Source: an optimization exercise on an open RTL-to-GDS flow (aim: small area, a short achievable clock period and few clock cycles). Production flows keep margins and buffers that such runs may drop.
Function was checked by simulation only, so behaviour that the tests miss may differ from the original.
Power figures rest on the tool's default switching activity, not on a simulated workload.

### design/flow/flow/run.sh
#!/bin/bash
set -euo pipefail
bash standard.sh finish SETUP_SLACK_MARGIN=5.6 > make_finish.log 2>&1
### design/flow/standard.sh
#!/bin/bash
# synth_recipe.tcl (not shown) runs the flow's synth.tcl, then flattens the netlist and writes it again
# the make line also repeats each setting of config.mk as NAME=value (left out here)
make -C /OpenROAD-flow-scripts/flow DESIGN_CONFIG=/design/flow/config.mk WORK_HOME=/design/flow/orfs CLKGATE_MAP_FILE= SYNTH_SCRIPT=/design/flow/synth_recipe.tcl "${@:-finish}"
### design/flow/config.mk
export PLATFORM = sky130hd
export DESIGN_NAME = hashed_key_cache_with_hot_entry
export DESIGN_NICKNAME = hashed_key_cache_with_hot_entry
export VERILOG_FILES = /design/flow/design.v
export SDC_FILE = /design/flow/constraint.sdc
export NUM_CORES = 4
export LEC_CHECK = 0
export CAP_MARGIN = 20
export CORE_MARGIN = 2
export CORE_UTILIZATION = 40
export CTS_CLUSTER_DIAMETER = 100
export CTS_CLUSTER_SIZE = 25
export SLEW_MARGIN = 20
### design/flow/constraint.sdc
create_clock -name core_clock -period 8.0 [get_ports {clk}]
set_input_delay 1.6000 -clock core_clock [delete_from_list [all_inputs] [get_ports {clk}]]
set_output_delay 1.6000 -clock core_clock [all_outputs]
set_load 0.01 [all_outputs]
### design/flow/design.v
`default_nettype none
package hkc_pkg;
  localparam int KEY_W            = 32;
  localparam int VAL_W            = 16;
  localparam int DEF_POOL_ENTRIES = 64;
  typedef enum logic {
    OP_LOOKUP = 1'b0,
    OP_INSERT = 1'b1
  } op_t;
  typedef enum logic [1:0] {
    ST_FOUND     = 2'd0,
    ST_NOT_FOUND = 2'd1,
    ST_INSERTED  = 2'd2,
    ST_FULL      = 2'd3
  } status_t;
  typedef struct packed {
    logic             op;
    logic [KEY_W-1:0] key;
    logic [VAL_W-1:0] value;
  } in_item_t;
  typedef struct packed {
    logic [1:0]       status;
    logic [VAL_W-1:0] found_value;
    logic             from_hot;
  } out_item_t;
endpackage
`default_nettype wire
`default_nettype none
module hkc_ctrl
#(
  parameter int POOL_ENTRIES = hkc_pkg::DEF_POOL_ENTRIES
) (
  input  logic                      clk,
  input  logic                      rst_n,
  input  logic                      start,
  input  logic                      op,
  input  logic                      found,
  input  logic                      hot_hit,
  input  logic [hkc_pkg::VAL_W-1:0] found_val,
  input  logic                      pend_block,
  output logic                      s3_ins,
  output logic                      in_ins,
  output logic                      req_v,
  output logic                      is_insert,
  output logic                      full,
  output logic                      busy,
  output logic                      out_valid,
  output hkc_pkg::out_item_t        out_item
);
  localparam int CNT_W = $clog2(POOL_ENTRIES + 1);
  logic               busy_r;
  logic               s3_v_r;
  logic               s3_op_r;
  logic [CNT_W-1:0]   used_r;
  logic               out_valid_r;
  hkc_pkg::out_item_t out_r;
  logic               out_valid_q;
  hkc_pkg::out_item_t out_q;
  assign s3_ins = s3_v_r && (s3_op_r == hkc_pkg::OP_INSERT);
  assign in_ins = start && !busy_r && (op == hkc_pkg::OP_INSERT);
  always_ff @(posedge clk) begin
    busy_r  <= rst_n & !full & pend_block;
    s3_v_r  <= rst_n & start & !busy_r;
    s3_op_r <= op;
  end
  assign req_v     = s3_v_r;
  assign is_insert = (s3_op_r == hkc_pkg::OP_INSERT);
  assign full      = (used_r == CNT_W'(POOL_ENTRIES));
  always_ff @(posedge clk) begin
    if (!rst_n) begin
      used_r <= '0;
    end else if (s3_v_r && is_insert && !full) begin
      used_r <= used_r + 1'b1;
    end
  end
  always_ff @(posedge clk) begin
    out_valid_r <= rst_n & s3_v_r;
    if (is_insert) begin
      out_r.status      <= full ? hkc_pkg::ST_FULL : hkc_pkg::ST_INSERTED;
      out_r.found_value <= '0;
      out_r.from_hot    <= 1'b0;
    end else begin
      out_r.status      <= found ? hkc_pkg::ST_FOUND : hkc_pkg::ST_NOT_FOUND;
      out_r.found_value <= found_val;
      out_r.from_hot    <= hot_hit;
    end
  end
  always_ff @(posedge clk) begin
    out_valid_q <= rst_n & out_valid_r;
    out_q       <= out_r;
  end
  assign busy      = busy_r;
  assign out_valid = out_valid_q;
  assign out_item  = out_q;
endmodule
`default_nettype wire
`default_nettype none
module hkc_dpath
#(
  parameter int POOL_ENTRIES = hkc_pkg::DEF_POOL_ENTRIES,
  parameter int NUM_WR       = 4
) (
  input  logic                      clk,
  input  logic                      rst_n,
  input  logic [hkc_pkg::KEY_W-1:0] key_in,
  input  logic [hkc_pkg::VAL_W-1:0] value_in,
  input  logic                      req_v,
  input  logic                      is_insert,
  input  logic                      full,
  output logic                      found,
  output logic                      hot_hit,
  output logic [hkc_pkg::VAL_W-1:0] found_val,
  input  logic                      s3_ins,
  input  logic                      in_ins,
  output logic                      pend_block
);
  localparam int SPACING = POOL_ENTRIES / NUM_WR;
  logic [hkc_pkg::KEY_W-1:0] s3_key_r;
  logic [hkc_pkg::VAL_W-1:0] s3_val_r;
  logic [POOL_ENTRIES-1:0]   s3_eq_r;
  logic [POOL_ENTRIES-1:0]   s3_match;
  logic [NUM_WR-1:0]         wrote_r;
  logic                      s3_hot_eq_r;
  logic                      s3_prev_eq_r;
  logic                      prev_new_r;
  logic                      prev_hot_r;
  logic [hkc_pkg::VAL_W-1:0] prev_val_r;
  logic [hkc_pkg::KEY_W-1:0] key_mem [POOL_ENTRIES];
  logic [hkc_pkg::VAL_W-1:0] val_mem [POOL_ENTRIES];
  logic [POOL_ENTRIES-1:0]   valid_r;
  logic [POOL_ENTRIES-1:0]   match;
  logic [NUM_WR-1:0]         wr_first;
  logic [2:0]                free_at;
  logic [hkc_pkg::KEY_W-1:0] wr_key;
  logic [hkc_pkg::VAL_W-1:0] wr_val;
  logic                      wr_valid;
  logic                      pend_v_r;
  logic [hkc_pkg::KEY_W-1:0] pend_key_r;
  logic [hkc_pkg::VAL_W-1:0] pend_val_r;
  logic                      s3_pend_eq_r;
  logic [hkc_pkg::VAL_W-1:0] s3_pend_val_r;
  logic                      hot_valid_r;
  logic [hkc_pkg::KEY_W-1:0] hot_key_r;
  logic                      new_ins;
  logic                      hot_upd;
  logic                      pool_found;
  logic [hkc_pkg::VAL_W-1:0] pool_val;
  always_comb begin
    for (int i = 0; i < POOL_ENTRIES; i++) begin
      match[i] = (key_mem[i] == key_in);
    end
  end
  always_ff @(posedge clk) begin
    s3_key_r     <= key_in;
    s3_val_r     <= value_in;
    s3_eq_r      <= match;
    s3_hot_eq_r  <= hot_valid_r && (hot_key_r == key_in);
    s3_prev_eq_r <= (s3_key_r == key_in);
    s3_pend_eq_r <= pend_v_r && (pend_key_r == key_in);
    s3_pend_val_r <= pend_val_r;
  end
  always_comb begin
    pool_val = '0;
    for (int i = 0; i < POOL_ENTRIES; i++) begin
      s3_match[i] = s3_eq_r[i] && valid_r[(i + 1) % POOL_ENTRIES] &&
                    !((i + 1) % SPACING == 0 && wrote_r[((i + 1) % POOL_ENTRIES) / SPACING]);
      pool_val = pool_val |
                 ({hkc_pkg::VAL_W{s3_match[(i + POOL_ENTRIES - 1) % POOL_ENTRIES]}} & val_mem[i]);
    end
    pool_found = |s3_match;
  end
  assign found     = pool_found || s3_pend_eq_r || (prev_new_r && s3_prev_eq_r);
  assign found_val = pool_val |
                     ({hkc_pkg::VAL_W{s3_pend_eq_r}} & s3_pend_val_r) |
                     ({hkc_pkg::VAL_W{prev_new_r && s3_prev_eq_r}} & prev_val_r);
  assign hot_hit   = prev_hot_r ? s3_prev_eq_r : s3_hot_eq_r;
  assign new_ins = req_v && is_insert && !full && !found;
  assign hot_upd = req_v && !is_insert && found;
  always_comb begin
    logic taken;
    taken   = 1'b0;
    free_at = '0;
    for (int j = 0; j < NUM_WR; j++) begin
      wr_first[j] = !valid_r[(j * SPACING + POOL_ENTRIES - 1) % POOL_ENTRIES] && !taken;
      taken       = taken || wr_first[j];
      for (int k = 0; k < 3; k++) begin
        if (!valid_r[(j * SPACING + POOL_ENTRIES - 1 - k) % POOL_ENTRIES]) free_at[k] = 1'b1;
      end
    end
  end
  assign wr_key   = pend_v_r ? pend_key_r : s3_key_r;
  assign wr_val   = pend_v_r ? pend_val_r : s3_val_r;
  assign wr_valid = pend_v_r || new_ins;
  function automatic logic pend_next(logic pv, logic free, logic ins);
    pend_next = (pv && !free) || (ins && (pv || !free));
  endfunction
  always_comb begin
    logic pv1, pv2;
    pv1        = pend_next(pend_v_r, free_at[0], s3_ins);
    pv2        = pend_next(pv1, free_at[1], in_ins);
    pend_block = pv2 && !free_at[2];
  end
  always_ff @(posedge clk) begin
    wrote_r <= wr_first;
  end
  always_ff @(posedge clk) begin
    if (!rst_n) begin
      pend_v_r <= 1'b0;
    end else begin
      pend_v_r <= pend_next(pend_v_r, free_at[0], new_ins);
    end
    if (!(pend_v_r && !free_at[0])) begin
      pend_key_r <= s3_key_r;
      pend_val_r <= s3_val_r;
    end
  end
  always_ff @(posedge clk) begin
    for (int i = 0; i < POOL_ENTRIES; i++) begin
      if (i % SPACING == 0 && wr_first[i / SPACING]) begin
        key_mem[i] <= wr_key;
        val_mem[i] <= wr_val;
      end else begin
        key_mem[i] <= key_mem[(i + POOL_ENTRIES - 1) % POOL_ENTRIES];
        val_mem[i] <= val_mem[(i + POOL_ENTRIES - 1) % POOL_ENTRIES];
      end
    end
  end
  always_ff @(posedge clk) begin
    for (int i = 0; i < POOL_ENTRIES; i++) begin
      if (!rst_n) begin
        valid_r[i] <= 1'b0;
      end else if (i % SPACING == 0 && wr_first[i / SPACING]) begin
        valid_r[i] <= wr_valid;
      end else begin
        valid_r[i] <= valid_r[(i + POOL_ENTRIES - 1) % POOL_ENTRIES];
      end
    end
  end
  always_ff @(posedge clk) begin
    if (!rst_n) begin
      hot_valid_r <= 1'b0;
      prev_new_r  <= 1'b0;
      prev_hot_r  <= 1'b0;
    end else begin
      if (hot_upd) begin
        hot_valid_r <= 1'b1;
      end
      prev_new_r <= new_ins;
      prev_hot_r <= hot_upd;
    end
  end
  always_ff @(posedge clk) begin
    prev_val_r <= s3_val_r;
    if (hot_upd) begin
      hot_key_r <= s3_key_r;
    end
  end
endmodule
`default_nettype wire
`default_nettype none
module hashed_key_cache_with_hot_entry
#(
  parameter int POOL_ENTRIES = hkc_pkg::DEF_POOL_ENTRIES
) (
  input  logic      clk,
  input  logic      rst_n,
  input  logic      start,
  input  hkc_pkg::in_item_t  in_item,
  output logic      busy,
  output logic      out_valid,
  output hkc_pkg::out_item_t out_item
);
  logic                      req_v;
  logic                      is_insert;
  logic                      found;
  logic                      hot_hit;
  logic                      full;
  logic                      pend_block;
  logic                      s3_ins;
  logic                      in_ins;
  logic [hkc_pkg::VAL_W-1:0] found_val;
  hkc_ctrl #(
    .POOL_ENTRIES (POOL_ENTRIES)
  ) u_ctrl (
    .clk       (clk),
    .rst_n     (rst_n),
    .start     (start),
    .op        (in_item.op),
    .found     (found),
    .hot_hit   (hot_hit),
    .found_val (found_val),
    .req_v     (req_v),
    .is_insert (is_insert),
    .full      (full),
    .pend_block (pend_block),
    .s3_ins    (s3_ins),
    .in_ins    (in_ins),
    .busy      (busy),
    .out_valid (out_valid),
    .out_item  (out_item)
  );
  hkc_dpath #(
    .POOL_ENTRIES (POOL_ENTRIES)
  ) u_dpath (
    .clk       (clk),
    .rst_n     (rst_n),
    .key_in    (in_item.key),
    .value_in  (in_item.value),
    .req_v     (req_v),
    .is_insert (is_insert),
    .full      (full),
    .found     (found),
    .hot_hit   (hot_hit),
    .found_val (found_val),
    .s3_ins    (s3_ins),
    .in_ins    (in_ins),
    .pend_block (pend_block)
  );
endmodule
`default_nettype wire
==> results of run 1 <==
## power by group through the flow
stage	registers [mW]	clock network [mW]	logic (mW)
after floorplan	18.4	0	1.06
after global placement	18.7	0	1.41
after detailed placement	18.7	0	1.40
after CTS	18.3	9.04	1.52
after global routing	18.4	9.66	1.70
final	18.3	9.00	1.63
## path summary, 6_finish.rpt
kind         slack, ns                              end  cells after the start                         from
max reg2reg       5.50  u_dpath.hot_key_r[26]$_DFFE_PP_                     10  u_dpath.s3_eq_r[43]$_DFF_P_
min               0.33         u_ctrl.out_q[13]$_DFF_P_                      0  u_ctrl.out_r[13]$_SDFF_PP0_
max               5.01                             busy                      1        u_ctrl.busy_r$_DFF_P_
min reg2reg       0.33         u_ctrl.out_q[13]$_DFF_P_                      0  u_ctrl.out_r[13]$_SDFF_PP0_
## layer usage
metal / part of all wire, % / vias up
li1: - / 27300
met1: 41 / 31800
met2: 45 / 3361
met3: 8.4 / 857
met4: 5.2 / 20
met5: 0.034 / -
## repair_timing
item	4_1_cts	5_1_grt
cloned	13	17
pin swaps	8	6
gates resized for setup	579	95
setup buffers	67	36
endpoints found under the setup margin	289	147
hold buffers	0	0
## area by class of cell
class                           count  area, um^2  share of cell area, %
Clock buffer                      182        4070                   3.52
Clock inverter                     12         153                  0.132
Antenna cell                        8        20.0                 0.0173
Timing Repair Buffer              334        5030                   4.36
Tap cell                         3384        4230                   3.67
Sequential cell                  3421       69400                   60.1
Multi-Input combinational cell   4194       32500                   28.1
Inverter                            7        31.3                 0.0271
## registers in the layout, indices dropped and copies added, names as in the netlist, 19 cells and up
register,count
u_ctrl.out_q,19
u_ctrl.out_r,19
u_dpath.hot_key_r,32
u_dpath.key_mem,2048
u_dpath.pend_key_r,32
u_dpath.s3_eq_r,64
u_dpath.s3_key_r,32
u_dpath.val_mem,1024
u_dpath.valid_r,64
## cell usage in the layout (no fill, tap or decap), types with 7 or more instances in the layout
cell type,instances
xnor2_1,57
mux2i_1,49
xor2_1,2090
and2_1,116
a222oi_1,26
o21ai_1,21
dfxtp_2,23
clkdlybuf4s50_1,18
buf_16,36
and2_4,13
buf_12,77
dfxtp_1,3284
dfxtp_4,34
nor4_2,47
edfxtp_1,80
buf_6,43
o21ai_0,122
and3_1,7
buf_2,8
clkbuf_1,23
nand3_1,29
diode_2,8
nand2_1,164
nand4_1,221
inv_6,7
nor2_1,129
a221oi_1,149
a22oi_1,177
clkbuf_16,176
bufbuf_16,9
a21oi_1,61
nor4_4,8
buf_4,109
buf_8,17
a22o_1,154
nor4_1,501
nor3_1,7
## stage by stage
stage	power (mW)	hold WS, ns
finish	28.9	0.326
global route	29.7	0.333
CTS	28.9	0.327
detailed placement	20.1	0.312
global placement	20.1	0.312
floorplan	19.5	0.310
## cells by family (layout without fill, tap and decap cells)
logic type,count (synthesis),count (layout),synth area share [%]
xor+xnor,2150,2150,18.3
flops,3421,3421,67.3
other cells,0,8,0
simple gates,1262,1262,6.93
mux,49,49,0.476
compound gates,730,730,5.27
fa+ha+maj,3,3,0.0340
buf+inv,452,535,1.70
==> impl_results.md, run 1 <==
* Vias per inst at 5.49
* Tmin final at 2.99 ns
* H-tree lvl count at 4
* Core region area at 0.256 mm^2
* Residual DRC at 0
* Syn_nets at 8,121
* Actual slew at the worst max-slew pin at 1.03 ns
* Cell variety after synth at 46
* Worst setup EP type: output port
* CTS clock-pin slew for the worst setup and hold paths at 0.10 ns
* Int Power at 22.0 mW
* Critical Path AT at 1.39 ns
* Worst path bufs/invs at 1
* Nets@finish at 8,168
* Final RePlAce weighted congestion at 0.959
* Share of the core filled with cells at 45.0%
* PD cells at 251 mW/mm^2
* Drt pass-1 iters at 8
* CP max-delay cell: dfxtp_4
* Placed cell count at 11,200
* Max Slew Vio Count at 0
* Final worst slack at 5.01 ns
* DP Area at 0.107 mm^2
* Non-filler cells, final at 11,500
* Global route hottest layer: met2
* Total of max-cap violations at 0
* Most frequent cell after synthesis: dfxtp_1
* Total gr overflow at 0
* Top-area cell type share of the netlist area at 65.0%
* Layout fillers at 23,200
* Total CTS buffers at 156
* Fraction of layout cells with a size suffix above 1 at 7.85%
* Register bit count reported by yosys at 3,421
* Synth Warn # at 4
* Flop pwr share at 63.3%
* Req. time, crit path at 6.40 ns
* Width of the die at 511 um
* Max Fanout on Critical Path at 3
* Dpl hpwl at 227,000 um
* Ys async rst share at 0%
* Run status: no timing/DRC/antenna violations
* Place WS at 3.87 ns
* Net Sw Frac at 23.9%
* Comb power frac at 5.6%
* Startpoint Class: flip-flop
* Vias in the first global route at 64,600
* Worst-skew pair later-pin latency at 0.86 ns
* Initial antenna violation count at 27
* Delay-heaviest family, CP: flip-flops
* Root buffer cell: clkbuf_16
* Port bufs at 72
* Setup CP Type: flip-flop to output port
* FP Rows at 186
* Largest area contributor in the netlist: dfxtp_1
* # clock sinks at 3,421
* 1st-iter DRT viols at 8,070
* Number of enable flip-flop cells after synthesis at 80
* Global Route Usage Sum at 27.1%
* Die ar. at 0.261 mm^2
* Setup violations, final at 0
* Design Area, Final at 0.115 mm^2
* Hold crit path type: flip-flop to flip-flop
* Final worst clock skew at 0.0387 ns
* Slew HR at 29.0%
* GR Util met1 at 35.4%
* Fin. Hold Viols at 0
* RSZ-0062 raised after global routing: true
* CTS tree: done
* Most used DFF post-synth: dfxtp_1
* GRT met3 Usage at 5.22%
* Most common library cells after synthesis: 3,341 x dfxtp_1, 2,090 x xor2_1, 555 x nor4_1, 331 x clkbuf_1, 221 x nand4_1
* Post-DRT Antenna Nets at 0
* P_sw at 6.92 mW
* # IOs at 73
* Area delta synth->final at 12.1%
* CP max stage delay at 0.42 ns
* Vert. Die Dim at 511 um
* Mean Syn Cell Area at 12.8 um^2
* Mapped Area at 0.103 mm^2
* Final period util at 37.3%
* Synth top area cells: dfxtp_1 65%, xor2_1 18%, nor4_1 3.4%
* Global-route wire length before repair at 501,000 um
* Seq/Total Area, Yosys at 67.3%
* DR WL/cell at 32.5 um
* Share of power burned in the clock network at 31.1%
* Largest net degree at the start of global routing at 80
* CP cell instances: buf_6
* VDD IR max at 0.260 mV
* Syn Inst Count at 8,067
* Setup TNS at 0 ns
* Initial cell density of the core at 40.1%
* Pleak at 46.6 nW
* Total routed wirelength at 375,000 um
* Clock tree buffer depth at 3
* Max Clock Freq at 335 MHz
* Via count at 63,400
* Met2 usage at 43.1%
Testbench counts, summed over its fixed seeds: cycles 18,595.
==> inputs of run 2 (changes only) <==
==> design/flow/flow/run.sh (replaced) <==
#!/bin/bash
set -euo pipefail
bash standard.sh finish SETUP_SLACK_MARGIN=5.3 > make_finish.log 2>&1
==> impl_results.md, run 2 <==
* Root buffer cell: clkbuf_16
* Synth top area cells: dfxtp_1 65%, xor2_1 18%, nor4_1 3.4%
* Area delta synth->final at 8.95%
* Critical Path AT at 1.38 ns
* Syn Inst Count at 8,067
* Top-area cell type share of the netlist area at 65.0%
* Vert. Die Dim at 511 um
* Most frequent cell after synthesis: dfxtp_1
* Register bit count reported by yosys at 3,421
* Global route hottest layer: met2
* Ys async rst share at 0%
* Nets@finish at 8,035
* Setup CP Type: flip-flop to output port
* Setup TNS at 0 ns
* Post-CTS Repair Setup Buffers at 0
* Drt pass-1 iters at 6
* Levels on crit path at 1
* Slew HR at 25.3%
* GRT met3 Usage at 5.95%
* Global Route Usage Sum at 25.8%
* Place WS at 3.88 ns
* CTS tree: done
* RSZ-0062 raised after global routing: true
* Layout fillers at 23,400
* Synth Warn # at 4
* Worst setup EP type: output port
* Mapped Area at 0.103 mm^2
* Core region area at 0.256 mm^2
* DR WL/cell at 30.5 um
* Die ar. at 0.261 mm^2
* Final worst clock skew at 0.0382 ns
* Final worst slack at 5.02 ns
* Most common cell after layout, fill and taps aside: dfxtp_1
* Int Power at 21.9 mW
* Fraction of layout cells with a size suffix above 1 at 5.26%
* Hold crit path type: flip-flop to flip-flop
* Biggest registers after layout: u_dpath.key_mem: 2048 flops, u_dpath.val_mem: 1024 flops
* Clock tree buffer depth at 3
* PD cells at 256 mW/mm^2
* Max Clock Freq at 336 MHz
* Comb power frac at 5.0%
* Largest net degree at the start of global routing at 80
* # clock sinks at 3,421
* Req. time, crit path at 6.40 ns
* CP max stage delay at 0.41 ns
* Total gr overflow at 0
* Tmin final at 2.98 ns
* Global-route wire length before repair at 481,000 um
* Initial cell density of the core at 40.1%
* DP Area at 0.107 mm^2
* # IOs at 73
* Design Area, Final at 0.112 mm^2
* RR Endpoint: u_dpath.key_mem[48][11]$_DFF_P_
* 1st-iter DRT viols at 7,244
* Worst path bufs/invs at 1
* Total routed wirelength at 348,000 um
* CTS Hold Bufs at 0
* Final RePlAce weighted congestion at 0.978
* Port bufs at 72
* Max Fanout on Critical Path at 1
* Initial antenna violation count at 23
* CP max-delay cell: dfxtp_4
* Most used DFF post-synth: dfxtp_1
* Actual slew at the worst max-slew pin at 1.09 ns
* Met2 usage at 40.5%
* Total of max-cap violations at 0
* Final period util at 37.2%
* Fin. Hold Viols at 0
* Number of enable flip-flop cells after synthesis at 80
* Most common library cells after synthesis: 3,341 x dfxtp_1, 2,090 x xor2_1, 555 x nor4_1, 331 x clkbuf_1, 221 x nand4_1
* Cell variety after synth at 46
* Width of the die at 511 um
* CTS clock-pin slew for the worst setup and hold paths at 0.10 ns
* Setup violations, final at 0
* Reg2Reg Depth at 3
* Post-DRT Antenna Nets at 0
* Total CTS buffers at 156
* Max FFs per register at 2,048
* FF-to-FF Start: u_dpath.pend_v_r$_SDFF_PN0_
* Net Sw Frac at 23.7%
* Most frequent cells in the layout: 3,322 x dfxtp_1, 2,090 x xor2_1, 545 x nor4_1
* CP cell instances: buf_6
* P_sw at 6.83 mW
* Via count at 62,200
* Run status: no timing/DRC/antenna violations
* Placed cell count at 11,200
* Largest area contributor in the netlist: dfxtp_1
* Max Slew Vio Count at 0
* Residual DRC at 0
* Delay-heaviest family, CP: flip-flops
* Top reg by flops: u_dpath.key_mem
* Seq/Total Area, Yosys at 67.3%
* Total power at 28.8 mW
* Flop pwr share at 63.7%
* Dpl hpwl at 224,000 um
* Non-filler cells, final at 11,400
* H-tree lvl count at 4
* Vias per inst at 5.44
* R2r setup slk at 5.22 ns
* Worst Setup SP: u_ctrl.out_q[0]$_DFF_P_
* CP endpoint: out_item[0]
* Startpoint Class: flip-flop
* Share of power burned in the clock network at 31.3%
* FP Rows at 186
* Vias in the first global route at 63,200
* Worst-skew pair later-pin latency at 0.86 ns
* VDD IR max at 0.242 mV
* Pleak at 45.1 nW
* Mean Syn Cell Area at 12.8 um^2
* Syn_nets at 8,121
* GR Util met1 at 34.2%
==> run 2: how the worst min path moves through the flow <==
stage                     depth (start not counted)                      startpoint                              to
after floorplan                                   0      u_ctrl.out_r[0]$_SDFF_PP0_         u_ctrl.out_q[0]$_DFF_P_
after global placement                            0        u_ctrl.out_r[18]$_DFF_P_        u_ctrl.out_q[18]$_DFF_P_
after detailed placement                          0     u_ctrl.out_r[10]$_SDFF_PP0_        u_ctrl.out_q[10]$_DFF_P_
after CTS                                         0  u_dpath.val_mem[24][6]$_DFF_P_  u_dpath.val_mem[25][6]$_DFF_P_
after global routing                              0  u_dpath.val_mem[24][6]$_DFF_P_  u_dpath.val_mem[25][6]$_DFF_P_
final                                             0   u_dpath.val_mem[0][6]$_DFF_P_   u_dpath.val_mem[1][6]$_DFF_P_
==> run 2: kinds of logic after synthesis <==
kind of cell	share of synthesized area (%)
DFF	67.3
adders and majority gates	0.0340
and+or+nand+nor	6.93
xor gates and xnor gates	18.3
AOI/OAI and AO/OA	5.27
buffers and inverters	1.70
muxes	0.476
==> run 2: metrics by stage <==
| step | utilization [%] | hold WS, ns |
|---|---|---|
| floorplan | - | 0.310 |
| global placement | 41.8 | 0.312 |
| detailed placement | 41.8 | 0.312 |
| CTS | 43.6 | 0.325 |
| global route | 43.7 | 0.334 |
| finish | 43.7 | 0.329 |
==> run 2: worst register-to-register path, cell delays in order, from the launching register on <==
cell and delay (ns):
dfxtp_4 0.83, buf_6 0.50, mux2i_2 0.91, o21ai_0 0.35
==> run 2: area by class of cell <==
cell class / instances / area [um^2] / area share [%]
sequential: 3421 / 69300 / 61.8
clock inverter: 17 / 234 / 0.209
inverter: 7 / 27.5 / 0.0245
tap: 3384 / 4230 / 3.77
multi-input combinational: 4194 / 32100 / 28.6
timing repair buffer: 201 / 2150 / 1.91
antenna: 13 / 32.5 / 0.0290
clock buffer: 183 / 4050 / 3.61
==> run 2: per-layer routing <==
layer / share of wire (%) / wire [um]
met1: 42 / 146000
met2: 44 / 155000
met3: 9.1 / 31700
met4: 4.6 / 16100
met5: 0.017 / 58
==> run 2: power groups by stage <==
stage          sequential [mW]  clock [mW]  combinational (mW)
6_report                  18.3        9.01                1.44
5_1_grt                   18.4        9.68                1.53
4_1_cts                   18.3        9.08                1.42
3_5_place_dp              18.7           0                1.39
3_3_place_gp              18.7           0                1.39
2_1_floorplan             18.4           0               0.997
==> run 2: repair_timing <==
item                       CTS  global route
setup endpoints to repair  184            97
resized for setup          195            70
pin swaps                    0             1
==> inputs of run 3 (changes only) <==
--- a/design/flow/config.mk
+++ b/design/flow/config.mk
@@ -5,9 +5,10 @@
 export SDC_FILE = /design/flow/constraint.sdc
 export NUM_CORES = 4
 export LEC_CHECK = 0
-export CAP_MARGIN = 20
+export CAP_MARGIN = 10
 export CORE_MARGIN = 2
 export CORE_UTILIZATION = 40
 export CTS_CLUSTER_DIAMETER = 100
 export CTS_CLUSTER_SIZE = 25
-export SLEW_MARGIN = 20
+export PLACE_DENSITY = 0.7
+export SLEW_MARGIN = 10
==> impl_results.md, run 3 <==
* Non-filler cells, final at 11,400
* Die ar. at 0.261 mm^2
* Vert. Die Dim at 511 um
* Critical Path AT at 1.36 ns
* Pleak at 45.1 nW
* Levels on crit path at 1
* Most common cell after layout, fill and taps aside: dfxtp_1
* Max Slew Vio Count at 0
* Hold path cells at 0
* DR WL/cell at 29.0 um
* Largest net degree at the start of global routing at 82
* Worst-skew pair later-pin latency at 0.86 ns
* Actual slew at the worst max-slew pin at 1.09 ns
* Max Fanout on Critical Path at 1
* Final period util at 37.0%
* Top reg by flops: u_dpath.key_mem
* Hold crit path type: flip-flop to flip-flop
* Post-DRT Antenna Nets at 0
* Dpl hpwl at 212,000 um
* Most common library cells after synthesis: 3,341 x dfxtp_1, 2,090 x xor2_1, 555 x nor4_1, 331 x clkbuf_1, 221 x nand4_1
* Reg2Reg Depth at 8
* VDD IR max at 0.240 mV
* Minimum hold slack at 0.331 ns
* RSZ-0062 raised after global routing: true
* Drt pass-1 iters at 8
* # IOs at 73
* Clock tree buffer depth at 3
* Area occupied by multi-input gates at 0.0321 mm^2
* Total of max-cap violations at 0
* Most frequent cells in the layout: 3,316 x dfxtp_1, 2,090 x xor2_1, 547 x nor4_1
* Root buffer cell: clkbuf_16
* Area delta synth->final at 8.91%
* Most frequent cell after synthesis: dfxtp_1
* Fin. Hold Viols at 0
* Worst path bufs/invs at 1
* CTS clock-pin slew for the worst setup and hold paths at 0.10 ns
* Mapped Area at 0.103 mm^2
* Number of enable flip-flop cells after synthesis at 80
* Biggest registers after layout: u_dpath.key_mem: 2048 flops, u_dpath.val_mem: 1024 flops
* Synth top area cells: dfxtp_1 65%, xor2_1 18%, nor4_1 3.4%
* Global Route Usage Sum at 24.3%
* Initial antenna violation count at 30
* Width of the die at 511 um
* CP max-delay cell: dfxtp_4
* Initial cell density of the core at 40.1%
* Seq. cell area at 0.0693 mm^2
* Core region area at 0.256 mm^2
* Delay-heaviest family, CP: flip-flops
* Final worst clock skew at 0.0443 ns
* Synth Warn # at 4
* Seq/Total Area, Yosys at 67.3%
* PD cells at 255 mW/mm^2
* Startpoint Class: flip-flop
* Total CTS buffers at 155
* Most used DFF post-synth: dfxtp_1
* CTS Hold Bufs at 0
* Total routed wirelength at 331,000 um
* Largest area contributor in the netlist: dfxtp_1
* Global-route wire length before repair at 459,000 um
* Top-area cell type share of the netlist area at 65.0%
* 1st-iter DRT viols at 8,071
* Setup violations, final at 0
* Share of the core filled with cells at 43.7%
* # clock sinks at 3,421
* Vias in the first global route at 62,900
* CP cell instances: buf_6
* Nets@finish at 8,038
* Residual DRC at 0
* Setup CP Type: flip-flop to output port
* Max Clock Freq at 338 MHz
* Cell variety after synth at 46
* Ys async rst share at 0%
* Placed cell count at 11,200
* Max FFs per register at 2,048
* Fraction of layout cells with a size suffix above 1 at 5.26%
* Total gr overflow at 0
* Syn Inst Count at 8,067
* Tmin final at 2.96 ns
* Setup TNS at 0 ns
* Worst setup EP type: output port
* Final RePlAce weighted congestion at 0.917
* FP Rows at 186
* Mean Syn Cell Area at 12.8 um^2
* Run status: no timing/DRC/antenna violations
* Register bit count reported by yosys at 3,421
* CP max stage delay at 0.41 ns
* Via count at 62,900
* Layout fillers at 23,400
* Req. time, crit path at 6.40 ns
* CTS tree: done
* Vias per inst at 5.51
* Slew HR at 25.4%
* Syn_nets at 8,121
* Port bufs at 72
* H-tree lvl count at 4
run 3: cell counts after synthesis:
No cell type changed its count.
run 3: what timing repair did:
action,in CTS,in global routing
resized for setup,213,66
gates cloned,0,1
setup endpoints to repair,245,82
pin swaps,0,1
buffers inserted,0,1
run 3: logic make-up after synthesis:
family	after synthesis	share of synthesized area (%)
buf+inv	452	1.70
flops	3421	67.3
fa+ha+maj	3	0.0340
simple gates	1262	6.93
compound gates	730	5.27
mux	49	0.476
xor+xnor	2150	18.3
run 3: worst paths after layout:
path	from	to	slack, ns
min reg2reg	u_ctrl.out_r[4]$_SDFF_PP0_	u_ctrl.out_q[4]$_DFF_P_	0.33
max	u_ctrl.out_valid_q$_DFF_P_	out_valid	5.04
min	u_ctrl.out_r[4]$_SDFF_PP0_	u_ctrl.out_q[4]$_DFF_P_	0.33
max reg2reg	u_dpath.s3_eq_r[26]$_DFF_P_	u_dpath.hot_key_r[9]$_DFFE_PP_	5.19
run 3: cell type report:
type	instances	area share [%]
Timing Repair Buffer	205	1.99
Clock buffer	186	3.63
Clock inverter	10	0.112
Tap cell	3384	3.78
Multi-Input combinational cell	4194	28.6
Sequential cell	3421	61.8
Inverter	7	0.0245
Antenna cell	7	0.0156
run 3: power by group:
group,switching (mW),internal [mW],total [mW]
clock network,5.25,3.64,8.89
logic,0.926,0.527,1.45
registers,0.536,17.8,18.3
run 3: per-layer routing:
layer	global-route usage (%)	wire length, um
met5	0	181
met4	11.2	16800
met3	5.63	35100
met2	36.8	142000
met1	32.7	137000
run 3: stage by stage:
| stage | setup slack (ns) | cell area [um^2] | power [mW] |
|---|---|---|---|
| 2_1_floorplan | 5.26 | 104000 | 19.4 |
| 3_3_place_gp | 3.87 | 107000 | 20.0 |
| 3_5_place_dp | 3.98 | 107000 | 20.0 |
| 4_1_cts | 5.01 | 112000 | 28.6 |
| 5_1_grt | 5.02 | 112000 | 29.4 |
| 6_report | 5.04 | 112000 | 28.6 |
==> inputs of run 4 (changes only) <==
--- a/design/flow/design.v
+++ b/design/flow/design.v
@@ -54,8 +54,6 @@
   logic [CNT_W-1:0]   used_r;
   logic               out_valid_r;
   hkc_pkg::out_item_t out_r;
-  logic               out_valid_q;
-  hkc_pkg::out_item_t out_q;
   assign s3_ins = s3_v_r && (s3_op_r == hkc_pkg::OP_INSERT);
   assign in_ins = start && !busy_r && (op == hkc_pkg::OP_INSERT);
   always_ff @(posedge clk) begin
@@ -85,13 +83,9 @@
       out_r.from_hot    <= hot_hit;
     end
   end
-  always_ff @(posedge clk) begin
-    out_valid_q <= rst_n & out_valid_r;
-    out_q       <= out_r;
-  end
   assign busy      = busy_r;
-  assign out_valid = out_valid_q;
-  assign out_item  = out_q;
+  assign out_valid = out_valid_r;
+  assign out_item  = out_r;
 endmodule
 `default_nettype wire
 `default_nettype none
==> impl_results.md, run 4 <==
* Syn_nets at 8,102
* Residual DRC at 0
* Actual slew at the worst max-slew pin at 1.12 ns
* Vias per inst at 5.53
* Post-DRT Antenna Nets at 0
* Top-area cell type share of the netlist area at 64.8%
* Area delta synth->final at 9.29%
* Fraction of layout cells with a size suffix above 1 at 5.81%
* CTS clock-pin slew for the worst setup and hold paths at 0.10 ns
* Pleak at 45.1 nW
* Total of max-cap violations at 0
* DP Area at 0.107 mm^2
* Vert. Die Dim at 510 um
* Mapped Area at 0.103 mm^2
* Width of the die at 510 um
* Initial cell density of the core at 40.3%
* Number of enable flip-flop cells after synthesis at 80
* Startpoint Class: flip-flop
* Dpl hpwl at 214,000 um
* CP max stage delay at 0.41 ns
* Most frequent cell after synthesis: dfxtp_1
* Clock tree buffer depth at 3
* Core region area at 0.255 mm^2
* # IOs at 73
* DR WL/cell at 29.2 um
* Req. time, crit path at 6.40 ns
* Worst-skew pair later-pin latency at 0.86 ns
* Max Slew Vio Count at 0
* Delay-heaviest family, CP: flip-flops
* Synth Area in Adders at 0.0439%
* Port bufs at 72
* Final worst clock skew at 0.0434 ns
* Fin. Hold Viols at 0
* Largest family of logic cells by synthesized area: XOR/XNOR gates
* Worst path bufs/invs at 1
* Total CTS buffers at 156
* Global-route wire length before repair at 464,000 um
* Syn Inst Count at 8,048
* Multiplexer share of the synthesized area at 0.478%
* Largest net degree at the start of global routing at 98
* Worst setup EP type: output port
* Setup CP Type: flip-flop to output port
* Simple logic cell fraction of the synthesized area at 6.93%
* CP cell instances: buf_6
* Max Fanout on Critical Path at 1
* RSZ-0062 raised after global routing: true
* Root buffer cell: clkbuf_16
* Seq/Total Area, Yosys at 67.2%
* Slew HR at 25.1%
* Total power at 28.6 mW
* Most common cell after layout, fill and taps aside: dfxtp_1
* Mean Syn Cell Area at 12.7 um^2
* Most used DFF post-synth: dfxtp_1
* Max Clock Freq at 335 MHz
* Most common library cells after synthesis: 3,321 x dfxtp_1, 2,136 x xor2_1, 563 x nor4_1, 309 x clkbuf_1, 211 x nand4_1
* Hold crit path type: flip-flop to flip-flop
* Total routed wirelength at 333,000 um
* Minimum hold slack at 0.350 ns
* Nets@finish at 8,030
* Top reg by flops: u_dpath.key_mem
* Via count at 63,000
* Max FFs per register at 2,048
* Global Route Usage Sum at 24.8%
* PD cells at 255 mW/mm^2
* Critical Path AT at 1.39 ns
* CP max-delay cell: dfxtp_4
* Run status: no timing/DRC/antenna violations
* Synth Area in Compound Gates at 5.34%
* # clock sinks at 3,401
* Final RePlAce weighted congestion at 0.965
* Cell variety after synth at 46
* CTS tree: done
* Final period util at 37.3%
* Place WS at 4.02 ns
* Ys async rst share at 0%
* Tmin final at 2.99 ns
* Drt pass-1 iters at 7
* Xor/xnor share of the synthesized area at 18.3%
* VDD IR max at 0.256 mV
* Register bit count reported by yosys at 3,401
* Synth Warn # at 4
* Biggest registers after layout: u_dpath.key_mem: 2048 flops, u_dpath.val_mem: 1024 flops
* Design Area, Final at 0.112 mm^2
* Die ar. at 0.261 mm^2
* H-tree lvl count at 4
* Synth top area cells: dfxtp_1 65%, xor2_1 18%, nor4_1 3.4%
* 1st-iter DRT viols at 8,760
* Largest area contributor in the netlist: dfxtp_1
* Total gr overflow at 0
* Setup TNS at 0 ns
* FP Rows at 185
* Final worst slack at 5.01 ns
* Most frequent cells in the layout: 3,284 x dfxtp_1, 2,136 x xor2_1, 552 x nor4_1
* Setup violations, final at 0
* Initial antenna violation count at 40
* Vias in the first global route at 63,400
-- run 4: cell types whose count changed in the layout (fill, tap and decap cells not counted), moves of 14 or more --
cell / delta
buf_4: +16
diode_2: +17
dfxtp_1: -32
mux2i_1: -14
xor2_1: +46
xnor2_1: -50
mux2i_4: +14
-- run 4: worst paths after layout --
check	from	endpoint	slack [ns]	cells after the start
max	u_ctrl.out_r[6]$_SDFF_PP0_	out_item[6]	5.01	1
min	u_dpath.val_mem[32][4]$_DFF_P_	u_dpath.val_mem[33][4]$_DFF_P_	0.35	0
max reg2reg	u_dpath.pend_v_r$_SDFF_PN0_	u_dpath.key_mem[0][22]$_DFF_P_	5.24	3
min reg2reg	u_dpath.val_mem[32][4]$_DFF_P_	u_dpath.val_mem[33][4]$_DFF_P_	0.35	0
-- run 4: power by group --
group	internal, mW	switching [mW]
logic	0.520	0.924
clock network	3.68	5.31
registers	17.7	0.542
-- run 4: stage by stage --
| step | cells | util (%) |
|---|---|---|
| 6_report | 11400 | 44.0 |
| 5_1_grt | 11400 | 44.0 |
| 4_1_cts | 11400 | 43.9 |
| 3_5_place_dp | 11200 | 42.0 |
| 3_3_place_gp | 11200 | 42.0 |
| 2_1_floorplan | 8048 | - |
-- run 4: worst reg2reg max path: stages (launching register included) --
cell and delay, ns:
dfxtp_4 0.84, buf_8 0.54, mux2i_4 0.75, a21oi_1 0.41
-- run 4: kinds of logic after synthesis --
family          Yosys count
xor+xnor               2146
simple gates           1256
mux                      49
buf+inv                 453
compound gates          739
fa+ha+maj                 4
flops                  3401
-- run 4: area by class of cell --
| cell class | instances | area, um^2 |
|---|---|---|
| fill | 23100 | 143000 |
| sequential | 3401 | 68900 |
| multi-input combinational | 4194 | 32300 |
| tap | 3366 | 4210 |
| clock buffer | 182 | 4070 |
| timing repair buffer | 214 | 2210 |
| clock inverter | 15 | 273 |
| antenna | 24 | 60.1 |
| inverter | 9 | 36.3 |
-- run 4: metal layers --
metal,GRT usage [%],wire [um],vias to the layer above,part of all wire (%)
met1,33.0,136000,31300,41
met4,11.3,16700,16,5.0
met5,0,127,-,0.038
met2,37.8,145000,3768,43
li1,-,-,27100,-
met3,6.47,35900,888,11
-- run 4: timing repair --
action,CTS,global route
resized for setup,188,86
pin swaps,1,1
buffers inserted,5,0
setup endpoints to repair,186,104
hold buffers,0,0
Testbench counts of run 4, summed over its fixed seeds: cycles 18,563.
==> inputs of run 5 (changes only) <==
==> design/flow/flow/run.sh (replaced) <==
#!/bin/bash
set -euo pipefail
bash standard.sh finish SETUP_SLACK_MARGIN=5.4 > make_finish.log 2>&1
==> impl_results.md, run 5 <==
* Core region area at 0.255 mm^2
* Max Used Layer: met5
* Startpoint Class: flip-flop
* # IOs at 73
* Place WS at 3.92 ns
* Top reg by flops: u_dpath.key_mem
* VDD IR max at 0.271 mV
* Setup violations, final at 0
* Tmin final at 2.98 ns
* DR WL/cell at 28.7 um
* Most common library cells after synthesis: 3,321 x dfxtp_1, 2,136 x xor2_1, 563 x nor4_1, 309 x clkbuf_1, 211 x nand4_1
* Total routed wirelength at 327,000 um
* RR Endpoint: u_dpath.key_mem[32][20]$_DFF_P_
* R2r setup slk at 5.31 ns
* Most used DFF post-synth: dfxtp_1
* Clock tree buffer depth at 3
* Max Clock Freq at 336 MHz
* Total power at 28.6 mW
* Ys async rst share at 0%
* Fin. Hold Viols at 0
* Largest family of logic cells by synthesized area: XOR/XNOR gates
* Most frequent cells in the layout: 3,287 x dfxtp_1, 2,136 x xor2_1, 549 x nor4_1
* CTS Hold Bufs at 0
* Syn_nets at 8,102
* Delay-heaviest family, CP: flip-flops
* Vert. Die Dim at 510 um
* Max Fanout on Critical Path at 1
* Initial cell density of the core at 40.3%
* # clock sinks at 3,401
* Xor/xnor share of the synthesized area at 18.3%
* 1st-iter DRT viols at 7,959
* Synth top area cells: dfxtp_1 65%, xor2_1 18%, nor4_1 3.4%
* Biggest registers after layout: u_dpath.key_mem: 2048 flops, u_dpath.val_mem: 1024 flops
* Area delta synth->final at 9.29%
* Most common cell after layout, fill and taps aside: dfxtp_1
* CP endpoint: out_item[13]
* Most frequent cell after synthesis: dfxtp_1
* WL met3 at 33,300 um
* Initial antenna violation count at 30
* Final period util at 37.3%
* CP max stage delay at 0.41 ns
* RSZ-0062 raised after global routing: true
* Setup TNS at 0 ns
* Max FFs per register at 2,048
* Via count at 62,700
* Final RePlAce weighted congestion at 0.917
* Seq/Total Area, Yosys at 67.2%
* Global-route wire length before repair at 456,000 um
* Port bufs at 72
* Root buffer cell: clkbuf_16
* Largest area contributor in the netlist: dfxtp_1
* Mean Syn Cell Area at 12.7 um^2
* Actual slew at the worst max-slew pin at 1.02 ns
* Final worst slack at 5.02 ns
* Top-area cell type share of the netlist area at 64.8%
* Total CTS buffers at 155
* FF-to-FF Start: u_dpath.pend_v_r$_SDFF_PN0_
* Vias in the first global route at 62,900
* Multiplexer share of the synthesized area at 0.478%
* Mapped Area at 0.103 mm^2
* Levels on crit path at 1
* Number of enable flip-flop cells after synthesis at 80
* Final worst clock skew at 0.0399 ns
* Synth Area in Adders at 0.0439%
* DRT met1 WL at 135,000 um
* Syn Inst Count at 8,048
* CTS tree: done
* Total of max-cap violations at 0
* Width of the die at 510 um
* Die ar. at 0.261 mm^2
* CP max-delay cell: dfxtp_4
* Nets@finish at 8,019
* Worst path bufs/invs at 1
* Dpl hpwl at 206,000 um
* Run status: no timing/DRC/antenna violations
* Residual DRC at 0
* Vias per inst at 5.51
* Worst Setup SP: u_ctrl.out_r[13]$_SDFF_PP0_
* CP cell instances: buf_6
* FP Rows at 185
* Register bit count reported by yosys at 3,401
* Worst setup EP type: output port
* PD cells at 255 mW/mm^2
* Met2 routed WL at 143,000 um
* Fraction of layout cells with a size suffix above 1 at 5.55%
* Max Slew Vio Count at 0
* Synth Warn # at 4
* Synth Area in Compound Gates at 5.34%
* Pleak at 45.1 nW
* CTS clock-pin slew for the worst setup and hold paths at 0.09 ns
* Largest net degree at the start of global routing at 98
* Simple logic cell fraction of the synthesized area at 6.93%
* Slew HR at 30.7%
* Drt pass-1 iters at 7
* Total gr overflow at 0
* Hold crit path type: flip-flop to flip-flop
* H-tree lvl count at 4
* Post-DRT Antenna Nets at 0
* Worst-skew pair later-pin latency at 0.86 ns
* Global Route Usage Sum at 24.3%
* Cell variety after synth at 46
* Setup CP Type: flip-flop to output port
* Reg2Reg Depth at 4
* Critical Path AT at 1.38 ns
* Req. time, crit path at 6.40 ns
## run 5: layout make-up
class | count | area, um^2
antenna | 13 | 32.5
clock buffer | 183 | 4070
clock inverter | 15 | 230
fill | 22900 | 143000
inverter | 9 | 35.0
multi-input combinational | 4196 | 32200
sequential | 3401 | 68900
tap | 3366 | 4210
timing repair buffer | 202 | 2360
## run 5: metrics by stage
step / hold WS [ns] / util [%] / std cells / instance area [um^2]
after global routing: 0.346 / 44.0 / 11400 / 112000
after CTS: 0.342 / 43.9 / 11400 / 112000
final: 0.332 / 44.0 / 11400 / 112000
after global placement: 0.331 / 42.0 / 11200 / 107000
after floorplan: 0.330 / - / 8048 / 104000
after detailed placement: 0.335 / 42.0 / 11200 / 107000
## run 5: worst register-to-register path: stages (launching register included)
cell and delay (ns):
dfxtp_4 0.60, clkbuf_8 0.59, mux2i_1 0.37, buf_4 0.23, o21ai_0 0.72
## run 5: worst min path at each step
stage                                      end                             from  cells past startpoint  slack, ns
2_1_floorplan  u_dpath.val_mem[12][12]$_DFF_P_  u_dpath.val_mem[11][12]$_DFF_P_                      0       0.33
3_3_place_gp   u_dpath.val_mem[49][12]$_DFF_P_  u_dpath.val_mem[48][12]$_DFF_P_                      0       0.33
3_5_place_dp    u_dpath.val_mem[24][2]$_DFF_P_   u_dpath.val_mem[23][2]$_DFF_P_                      0       0.34
4_1_cts         u_dpath.val_mem[63][7]$_DFF_P_   u_dpath.val_mem[62][7]$_DFF_P_                      0       0.34
5_1_grt        u_dpath.val_mem[15][15]$_DFF_P_  u_dpath.val_mem[14][15]$_DFF_P_                      0       0.35
6_report       u_dpath.val_mem[23][12]$_DFF_P_  u_dpath.val_mem[22][12]$_DFF_P_                      0       0.33
## run 5: cells by family (layout without fill, tap and decap cells)
group,after synthesis,after routing
flops,3401,3401
xor+xnor,2146,2146
simple gates,1256,1258
compound gates,739,739
buf+inv,453,409
mux,49,49
fa+ha+maj,4,4
other cells,0,13
## run 5: metal layers
layer	vias to the layer above	track usage [%]
met5	-	0.219
met4	16	9.59
met3	869	5.82
met2	3592	37.8
met1	31200	32.4
li1	27000	-
## run 5: what timing repair did
item                                    4_1_cts  5_1_grt
pin swaps                                     3        1
setup buffers                                 1        0
resized for setup                           257       80
cloned                                        1        1
endpoints found under the setup margin      236      125
## run 5: power breakdown
group | internal [mW] | switching, mW | total (mW) | leakage (nW)
Clock | 3.67 | 5.29 | 8.96 | 2.09
Sequential | 17.7 | 0.533 | 18.2 | 28.5
Combinational | 0.528 | 0.901 | 1.43 | 14.5
Total | 21.9 | 6.73 | 28.6 | 45.1

[port drivers added, routing unchanged]
No port has a modelled driver above. Below, the same layouts with a new extraction and two added sets of constraints. Step 1: set_driving_cell puts a clkbuf_16 on clk and a buf_2 on each other input, an assumption about the parent block. Step 2 adds t to the input delays and takes it off the output delays; t is the mean of the earliest and latest rising clock arrival at the registers after step 1. Input paths then give back, and output paths get back, about the clock's delay inside the block. a / b / c = ideal ports / drivers / drivers and shift; a / b = the first two.
| run | t (ns) | setup slack, ns | slew at the worst register clock pin (ns) |
|---|---|---|---|
| run 1 | 0.941 | 5.014 / 4.912 / 4.520 | 0.11 / 0.11 |
| run 2 | 0.937 | 5.023 / 4.924 / 4.324 | 0.11 / 0.11 |
| run 3 | 0.918 | 5.044 / 4.956 / 4.395 | 0.11 / 0.11 |
| run 4 | 0.936 | 5.014 / 4.918 / 4.369 | 0.11 / 0.11 |
| run 5 | 0.933 | 5.020 / 4.929 / 4.490 | 0.10 / 0.10 |
After both steps every run listed still meets setup and hold. The setup slack of run 2, which loses most, moves by -0.099 ns with the drivers and by -0.699 ns with both steps.
